From an optimization exercise on the open Yosys and OpenROAD flow, aimed at small area, a short achievable clock period and few clock cycles; shortcuts taken in it are not production practice.
The RTL was checked by simulation tests, not by an equivalence proof against the original design.
No activity file was given, so power comes from the tool's default toggle rates.

== before ==
==> flow/design.v <==
package saturn_alu_pkg;
  localparam int NIBBLES = 16;
  typedef logic [3:0] nibble_t;
  typedef logic [$clog2(NIBBLES)-1:0] field_idx_t;
  typedef logic [4*NIBBLES-1:0] word_t;
  typedef enum logic [2:0] {
    REG_A    = 3'd0,
    REG_B    = 3'd1,
    REG_C    = 3'd2,
    REG_D    = 3'd3,
    REG_R0   = 3'd4,
    REG_R1   = 3'd5,
    REG_IMM  = 3'd6,
    REG_ZERO = 3'd7
  } reg_id_e;
  typedef enum logic [2:0] {
    OP_ZERO     = 3'd0,
    OP_COPY     = 3'd1,
    OP_EXCH     = 3'd2,
    OP_ADD      = 3'd3,
    OP_DEC      = 3'd4,
    OP_2CMPL    = 3'd5,
    OP_CLR_MASK = 3'd6,
    OP_TEST_NEQ = 3'd7
  } alu_op_e;
  typedef struct packed {
    alu_op_e    op;
    reg_id_e    dest;
    reg_id_e    src1;
    reg_id_e    src2;
    field_idx_t field_first;
    field_idx_t field_last;
    nibble_t    imm;
  } alu_cmd_t;
  typedef struct packed {
    logic       prep;
    logic       calc;
    logic       save;
    logic       first;
    logic       last;
    logic       clear;
    field_idx_t idx;
  } alu_step_t;
  typedef struct packed {
    logic       we1;
    reg_id_e    reg1;
    nibble_t    data1;
    logic       we2;
    reg_id_e    reg2;
    nibble_t    data2;
    field_idx_t idx;
  } nib_write_t;
endpackage
`timescale 1ns/1ps
module saturn_alu_core (
  input  logic        i_clk,
  input  logic        i_reset,
  input  logic        i_cmd_valid,
  input  logic [2:0]  i_cmd_op,
  input  logic [2:0]  i_cmd_dest,
  input  logic [2:0]  i_cmd_src1,
  input  logic [2:0]  i_cmd_src2,
  input  logic [3:0]  i_cmd_first,
  input  logic [3:0]  i_cmd_last,
  input  logic [3:0]  i_cmd_imm,
  output logic        o_busy,
  output logic        o_done,
  output logic        o_carry,
  input  logic [2:0]  i_peek_reg,
  output logic [63:0] o_peek_word
);
  localparam int NUM_REGS = 6;
  logic [63:0] regs [NUM_REGS];
  logic        carry_q;
  logic        done_q;
  assign o_busy  = 1'b0;
  assign o_done  = done_q;
  assign o_carry = carry_q;
  logic accept;
  assign accept = i_cmd_valid && !i_reset;
  logic [NUM_REGS-1:0] sel_pk, sel_s1, sel_s2;
  always_comb begin
    for (int r = 0; r < NUM_REGS; r++) begin
      sel_pk[r] = (i_peek_reg == 3'(r));
      sel_s1[r] = (i_cmd_src1 == 3'(r));
      sel_s2[r] = (i_cmd_src2 == 3'(r));
    end
  end
  always_comb begin
    o_peek_word = '0;
    for (int r = 0; r < NUM_REGS; r++)
      o_peek_word = o_peek_word | (regs[r] & {64{sel_pk[r]}});
  end
  logic        ones;
  logic [63:0] a, y;
  assign ones = (i_cmd_op == 3'd4) || (i_cmd_op == 3'd5);
  always_comb begin
    a = {16{i_cmd_imm & {4{i_cmd_src1 == 3'd6}}}};
    y = {16{i_cmd_imm & {4{i_cmd_src2 == 3'd6}}}} | {64{ones}};
    for (int r = 0; r < NUM_REGS; r++) begin
      a = a | (regs[r] & {64{sel_s1[r]}});
      y = y | (regs[r] & {64{sel_s2[r]}});
    end
  end
  logic [15:0] in_f;      
  logic [15:0] kill;      
  logic [15:0] is_last;
  always_comb begin
    for (int i = 0; i < 16; i++) begin
      logic ge_f, le_l;
      ge_f = (4'(i) >= i_cmd_first);
      le_l = (4'(i) <= i_cmd_last);
      in_f[i]    = (i_cmd_first > i_cmd_last) ? (ge_f | le_l) : (ge_f & le_l);
      kill[i]    = (4'(i + 1) == i_cmd_first);
      is_last[i] = (4'(i) == i_cmd_last);
    end
  end
  logic op_copy, op_exch, op_neg, op_clr, arith;
  assign op_copy = (i_cmd_op == 3'd1);
  assign op_exch = (i_cmd_op == 3'd2);
  assign op_neg  = (i_cmd_op == 3'd5);
  assign op_clr  = (i_cmd_op == 3'd6);
  assign arith   = (i_cmd_op == 3'd3) || (i_cmd_op == 3'd4) || (i_cmd_op == 3'd5);
  logic [63:0] bp, bg;        
  assign bp = a ^ y;
  assign bg = a & y & {64{arith}};
  logic [15:0] g, p;          
  logic        neq;
  always_comb begin
    neq = 1'b0;
    for (int i = 0; i < 16; i++) begin
      logic [3:0] pn, gn;
      pn = bp[4*i +: 4];
      gn = bg[4*i +: 4];
      g[i] = gn[3] | (pn[3] & gn[2]) | (pn[3] & pn[2] & gn[1]) | (pn[3] & pn[2] & pn[1] & gn[0]);
      p[i] = &pn;
      neq  = neq | (in_f[i] & (|pn));
    end
  end
  logic [15:0] gk [5];
  logic [15:0] pk [5];
  always_comb begin
    gk[0] = g & ~kill;
    pk[0] = p & ~kill;
    for (int l = 0; l < 4; l++) begin
      for (int i = 0; i < 16; i++) begin
        gk[l+1][i] = gk[l][i] | (pk[l][i] & gk[l][(i - (1 << l)) & 15]);
        pk[l+1][i] = pk[l][i] & pk[l][(i - (1 << l)) & 15];
      end
    end
  end
  logic [63:0] q;
  assign q = ({64{arith & ~op_neg}} & bp) | ({64{op_neg | op_copy}} & a) | ({64{op_exch}} & y)
           | ({64{op_clr}} & a & ~y);
  logic [15:0] cin;           
  logic [63:0] res;
  logic        cout;          
  always_comb begin
    cout = 1'b0;
    for (int i = 0; i < 16; i++) begin
      logic [3:0] pn, gn, cn;
      pn = bp[4*i +: 4];
      gn = bg[4*i +: 4];
      cin[i] = gk[4][(i + 15) & 15];
      cn[0] = cin[i];
      cn[1] = gn[0] | (pn[0] & cin[i]);
      cn[2] = gn[1] | (pn[1] & gn[0]) | (pn[1] & pn[0] & cin[i]);
      cn[3] = gn[2] | (pn[2] & gn[1]) | (pn[2] & pn[1] & gn[0]) | (pn[2] & pn[1] & pn[0] & cin[i]);
      res[4*i +: 4] = q[4*i +: 4] ^ cn;
      if (is_last[i]) cout = g[i] | (p[i] & cin[i]);
    end
  end
  logic is_exch, wr1;
  logic [2:0] tgt1;
  assign is_exch = (i_cmd_op == 3'd2);
  assign wr1     = (i_cmd_op != 3'd7);
  assign tgt1    = is_exch ? i_cmd_src1 : i_cmd_dest;
  logic [15:0] keep [NUM_REGS];
  logic [15:0] tk_r [NUM_REGS];
  logic [15:0] tk_a [NUM_REGS];
  always_comb begin
    for (int r = 0; r < NUM_REGS; r++) begin
      logic use_a, we1;
      use_a = accept && is_exch && (i_cmd_src2 == 3'(r));
      we1   = accept && wr1 && (tgt1 == 3'(r)) && !use_a;
      tk_a[r] = in_f & {16{use_a}};
      tk_r[r] = in_f & {16{we1}};
      keep[r] = ~(tk_a[r] | tk_r[r] | {16{i_reset}});
    end
  end
  always_ff @(posedge i_clk) begin
    for (int r = 0; r < NUM_REGS; r++)
      for (int i = 0; i < 16; i++)
        regs[r][4*i +: 4] <= (regs[r][4*i +: 4] & {4{keep[r][i]}})
                           | (res[4*i +: 4]     & {4{tk_r[r][i]}})
                           | (a[4*i +: 4]       & {4{tk_a[r][i]}});
  end
  always_ff @(posedge i_clk) begin
    if (i_reset) begin
      carry_q <= 1'b0;
      done_q  <= 1'b0;
    end else begin
      done_q <= accept;
      if (accept) begin
        case (i_cmd_op)
          3'd3, 3'd4, 3'd5: carry_q <= cout;
          3'd7:             carry_q <= neq;
          default:          carry_q <= carry_q;
        endcase
      end
    end
  end
endmodule
clock: 10.0 ns
lec_check: 0
abc_area: 1
cap_margin: 20
core_margin: 2
core_utilization: 40
setup_slack_margin: 3.8
slew_margin: 20
buffer_ports_args: -buffer_cell sky130_fd_sc_hd__buf_2
standard.sh (not shown) runs the stock make flow with config.mk's settings and CLKGATE_MAP_FILE= SYNTH_SCRIPT=/design/flow/synth_recipe.tcl, a recipe that flattens the netlist after the stock synthesis.
==> flow/flow/run.sh <==
#!/bin/bash
# Layout flow: the standard ORFS flow, with the port buffers made from
# sky130_fd_sc_hd__buf_2 instead of the delay cell buffer_ports picks by default.
# Every tool's output goes to standard.log in the work folder (ORFS keeps its
# own per-step logs under orfs/logs as usual).
set -euo pipefail
cat >> "$FLOW_CONFIG" <<'EOM'
export BUFFER_PORTS_ARGS = -buffer_cell sky130_fd_sc_hd__buf_2
EOM
cp standard.sh standard_sh.log
bash standard.sh > standard.log 2>&1
Testbench counts of before, summed over its fixed seeds: cycles 3,208.
The inputs of after differ from those of before as listed below.
--- a/flow/design.v
+++ b/flow/design.v
@@ -89,19 +89,17 @@
   always_comb begin
     o_peek_word = '0;
     for (int r = 0; r < NUM_REGS; r++)
       o_peek_word = o_peek_word | (regs[r] & {64{sel_pk[r]}});
   end
-  logic        ones;
-  logic [63:0] a, y;
-  assign ones = (i_cmd_op == 3'd4) || (i_cmd_op == 3'd5);
+  logic [63:0] a, b;
   always_comb begin
     a = {16{i_cmd_imm & {4{i_cmd_src1 == 3'd6}}}};
-    y = {16{i_cmd_imm & {4{i_cmd_src2 == 3'd6}}}} | {64{ones}};
+    b = {16{i_cmd_imm & {4{i_cmd_src2 == 3'd6}}}};
     for (int r = 0; r < NUM_REGS; r++) begin
       a = a | (regs[r] & {64{sel_s1[r]}});
-      y = y | (regs[r] & {64{sel_s2[r]}});
+      b = b | (regs[r] & {64{sel_s2[r]}});
     end
   end
   logic [15:0] in_f;      
   logic [15:0] kill;      
   logic [15:0] is_last;
@@ -113,19 +111,23 @@
       in_f[i]    = (i_cmd_first > i_cmd_last) ? (ge_f | le_l) : (ge_f & le_l);
       kill[i]    = (4'(i + 1) == i_cmd_first);
       is_last[i] = (4'(i) == i_cmd_last);
     end
   end
-  logic op_copy, op_exch, op_neg, op_clr, arith;
+  logic op_copy, op_exch, op_add, op_dec, op_neg, op_clr, op_neq, use_b;
   assign op_copy = (i_cmd_op == 3'd1);
   assign op_exch = (i_cmd_op == 3'd2);
+  assign op_add  = (i_cmd_op == 3'd3);
+  assign op_dec  = (i_cmd_op == 3'd4);
   assign op_neg  = (i_cmd_op == 3'd5);
   assign op_clr  = (i_cmd_op == 3'd6);
-  assign arith   = (i_cmd_op == 3'd3) || (i_cmd_op == 3'd4) || (i_cmd_op == 3'd5);
-  logic [63:0] bp, bg;        
+  assign op_neq  = (i_cmd_op == 3'd7);
+  assign use_b   = op_add | op_neq;
+  logic [63:0] y, bp, bg;     
+  assign y  = b | {64{~use_b}};
   assign bp = a ^ y;
-  assign bg = a & y & {64{arith}};
+  assign bg = a & y;
   logic [15:0] g, p;          
   logic        neq;
   always_comb begin
     neq = 1'b0;
     for (int i = 0; i < 16; i++) begin
@@ -142,36 +144,42 @@
   always_comb begin
     gk[0] = g & ~kill;
     pk[0] = p & ~kill;
     for (int l = 0; l < 4; l++) begin
       for (int i = 0; i < 16; i++) begin
-        gk[l+1][i] = gk[l][i] | (pk[l][i] & gk[l][(i - (1 << l)) & 15]);
-        pk[l+1][i] = pk[l][i] & pk[l][(i - (1 << l)) & 15];
+        if (((i >> l) & 1) == 1) begin
+          gk[l+1][i] = gk[l][i] | (pk[l][i] & gk[l][((i >> l) << l) - 1]);
+          pk[l+1][i] = pk[l][i] & pk[l][((i >> l) << l) - 1];
+        end else begin
+          gk[l+1][i] = gk[l][i];
+          pk[l+1][i] = pk[l][i];
+        end
       end
     end
   end
-  logic [63:0] q;
-  assign q = ({64{arith & ~op_neg}} & bp) | ({64{op_neg | op_copy}} & a) | ({64{op_exch}} & y)
-           | ({64{op_clr}} & a & ~y);
   logic [15:0] cin;           
-  logic [63:0] res;
+  logic [63:0] sum;
   logic        cout;          
   always_comb begin
     cout = 1'b0;
     for (int i = 0; i < 16; i++) begin
       logic [3:0] pn, gn, cn;
       pn = bp[4*i +: 4];
       gn = bg[4*i +: 4];
-      cin[i] = gk[4][(i + 15) & 15];
+      if (i == 0) cin[i] = gk[4][15];
+      else        cin[i] = gk[4][i-1] | (pk[4][i-1] & gk[4][15]);
       cn[0] = cin[i];
       cn[1] = gn[0] | (pn[0] & cin[i]);
       cn[2] = gn[1] | (pn[1] & gn[0]) | (pn[1] & pn[0] & cin[i]);
       cn[3] = gn[2] | (pn[2] & gn[1]) | (pn[2] & pn[1] & gn[0]) | (pn[2] & pn[1] & pn[0] & cin[i]);
-      res[4*i +: 4] = q[4*i +: 4] ^ cn;
+      sum[4*i +: 4] = pn ^ cn;
       if (is_last[i]) cout = g[i] | (p[i] & cin[i]);
     end
   end
+  logic [63:0] res;
+  assign res = ({64{op_copy}} & a) | ({64{op_exch}} & b) | ({64{op_clr}} & a & ~b)
+             | ({64{op_add | op_dec}} & sum) | ({64{op_neg}} & ~sum);
   logic is_exch, wr1;
   logic [2:0] tgt1;
   assign is_exch = (i_cmd_op == 3'd2);
   assign wr1     = (i_cmd_op != 3'd7);
   assign tgt1    = is_exch ? i_cmd_src1 : i_cmd_dest;
Notes after the runs:
- In the reports for before and after, the larger fraction of layout cells with a size suffix above 1 belongs to after.
- [after vs before] via count: higher in after
- On after: final period demand of the worst path is 69 ps higher than what before gave.
- [after] overall track demand over capacity in global routing rose 1.2 points relative to before
- after reports its critical path's slowest cell as sky130_fd_sc_hd__o221ai_1 while before reports sky130_fd_sc_hd__o211ai_1.
- Final area, before and after, lower one = before.
- [diff] overall routed net length, after relative to before: regression
- Against before, after comes in 9.7% lower on maximum number of pins on one net before global-route repair.
- Comparing before and after, least setup slack across all paths after layout is higher on before.
- after — total routed wire length on the met1 layer 2.4% higher, before as reference
- Re ratio of total power to cell area: before was higher than after.
- Comparing worst hold slack for before and after, the smaller number came from after.
Testbench counts of after, summed over its fixed seeds: cycles 3,208.

---

// saturn_alu_core: RTL as listed in full above, without the edits since
clock: 10.0 ns
lec_check: 0
abc_area: 1
cap_margin: 20
core_margin: 2
core_utilization: 40
setup_slack_margin: 3.9
slew_margin: 20
buffer_ports_args: -buffer_cell sky130_fd_sc_hd__buf_2
==> flow/flow/run.sh <==
#!/bin/bash
# Layout flow: the standard ORFS flow with two changes.
#  1. Port buffers are sky130_fd_sc_hd__buf_2 instead of the delay cell that
#     buffer_ports picks by default.
#  2. Synthesis is the standard flow's own script (synth_recipe.tcl, unchanged) with ABC's
#     mapping script swapped for flow/abc_nf.script, an area-oriented &nf
#     mapping. Only the combinational mapping changes; registers, their names
#     and cell types are those of the standard synthesis.
# standard.sh's output (every tool's log) goes to standard.log; ORFS also keeps
# its per-step logs under orfs/logs.
set -euo pipefail
WORK=$(pwd)
cat >> "$FLOW_CONFIG" <<'EOM'
export BUFFER_PORTS_ARGS = -buffer_cell sky130_fd_sc_hd__buf_2
EOM
ABC_SCRIPT="$WORK/flow/abc_nf.script"
{
  echo "proc abc {args} {"
  echo "  set i [lsearch -exact \$args -script]"
  echo "  if {\$i >= 0} { lset args [expr {\$i + 1}] $ABC_SCRIPT }"
  echo "  yosys abc {*}\$args"
  echo "}"
  cat synth_recipe.tcl
} > my_synth.tcl
sed "s#SYNTH_SCRIPT=[^ ]*#SYNTH_SCRIPT=$WORK/my_synth.tcl#" standard.sh > my_standard.sh
cp standard.sh standard_sh.log
bash my_standard.sh > standard.log 2>&1
==> flow/flow/abc_nf.script <==
strash
&get -n
&st
&dch
&nf -a
&put
topo
stime -c
buffer -c
upsize -c
dnsize -c
The baseline ran to the end with no violations.
Testbench counts at the start, summed over its fixed seeds: cycles 3,208.
Next try:
--- a/flow/design.v
+++ b/flow/design.v
@@ -155,7 +155,8 @@
   logic [15:0] cin;           
   logic [63:0] res;
+  logic [15:0] co_n;          
   logic        cout;          
-  always_comb begin
-    cout = 1'b0;
+  assign cout = |co_n;
+  always_comb begin
     for (int i = 0; i < 16; i++) begin
       logic [3:0] pn, gn, cn;
@@ -168,5 +169,5 @@
       cn[3] = gn[2] | (pn[2] & gn[1]) | (pn[2] & pn[1] & gn[0]) | (pn[2] & pn[1] & pn[0] & cin[i]);
       res[4*i +: 4] = q[4*i +: 4] ^ cn;
-      if (is_last[i]) cout = g[i] | (p[i] & cin[i]);
+      co_n[i] = is_last[i] & (g[i] | (p[i] & cin[i]));
     end
   end
Power increases by 1.0%.
Non-clock buffer count decreases by 54.
Combinational power decreases by about 0.8%.
Setup slack got worse by 0.13 ns.
Maximum frequency decreases by 2.1%.
Worst hold slack got worse by 0.0072 ns.
Via count is about the same.
Synthesized cell count decreases by 1.8%.
Sequential power barely changes.
Utilization decreases by 1.4 points.
Testbench counts after the change, summed over its fixed seeds: cycles 3,208.

separate check: timing with driven ports:
No port has a modelled driver above. Below, the same layouts with a new extraction and two added sets of constraints.
Step 1: set_driving_cell puts a clkbuf_16 on i_clk and a buf_2 on each other input, an assumption about the parent block.
Step 2 times the ports against the registers' clock, not the clock port: input delays grow and output delays shrink by t, the midpoint of the rising clock arrivals with the driver on.
Slacks: ideal ports / drivers / drivers and shift; pairs: ideal ports / drivers.
| run | shift t [ns] | setup WS [ns] | clock arrival spread, ns | worst data-port slew with drivers (ns) |
|---|---|---|---|---|
| before | 0.661 | 3.784 / 3.761 / 3.240 | 0.022 / 0.022 | 0.12 |
| after | 0.689 | 3.715 / 3.688 / 3.160 | 0.038 / 0.038 | 0.15 |
| the first run of note 2 | 0.663 | 3.866 / 3.845 / 3.329 | 0.029 / 0.028 | 0.13 |
| the second run of note 2 | 0.671 | 3.732 / 3.776 / 3.105 | 0.022 / 0.022 | 0.17 |
After both steps setup and hold are still met in every run listed. For the second run of note 2, which loses most, drivers alone change the setup slack by +0.044 ns; drivers and shift together by -0.627 ns.
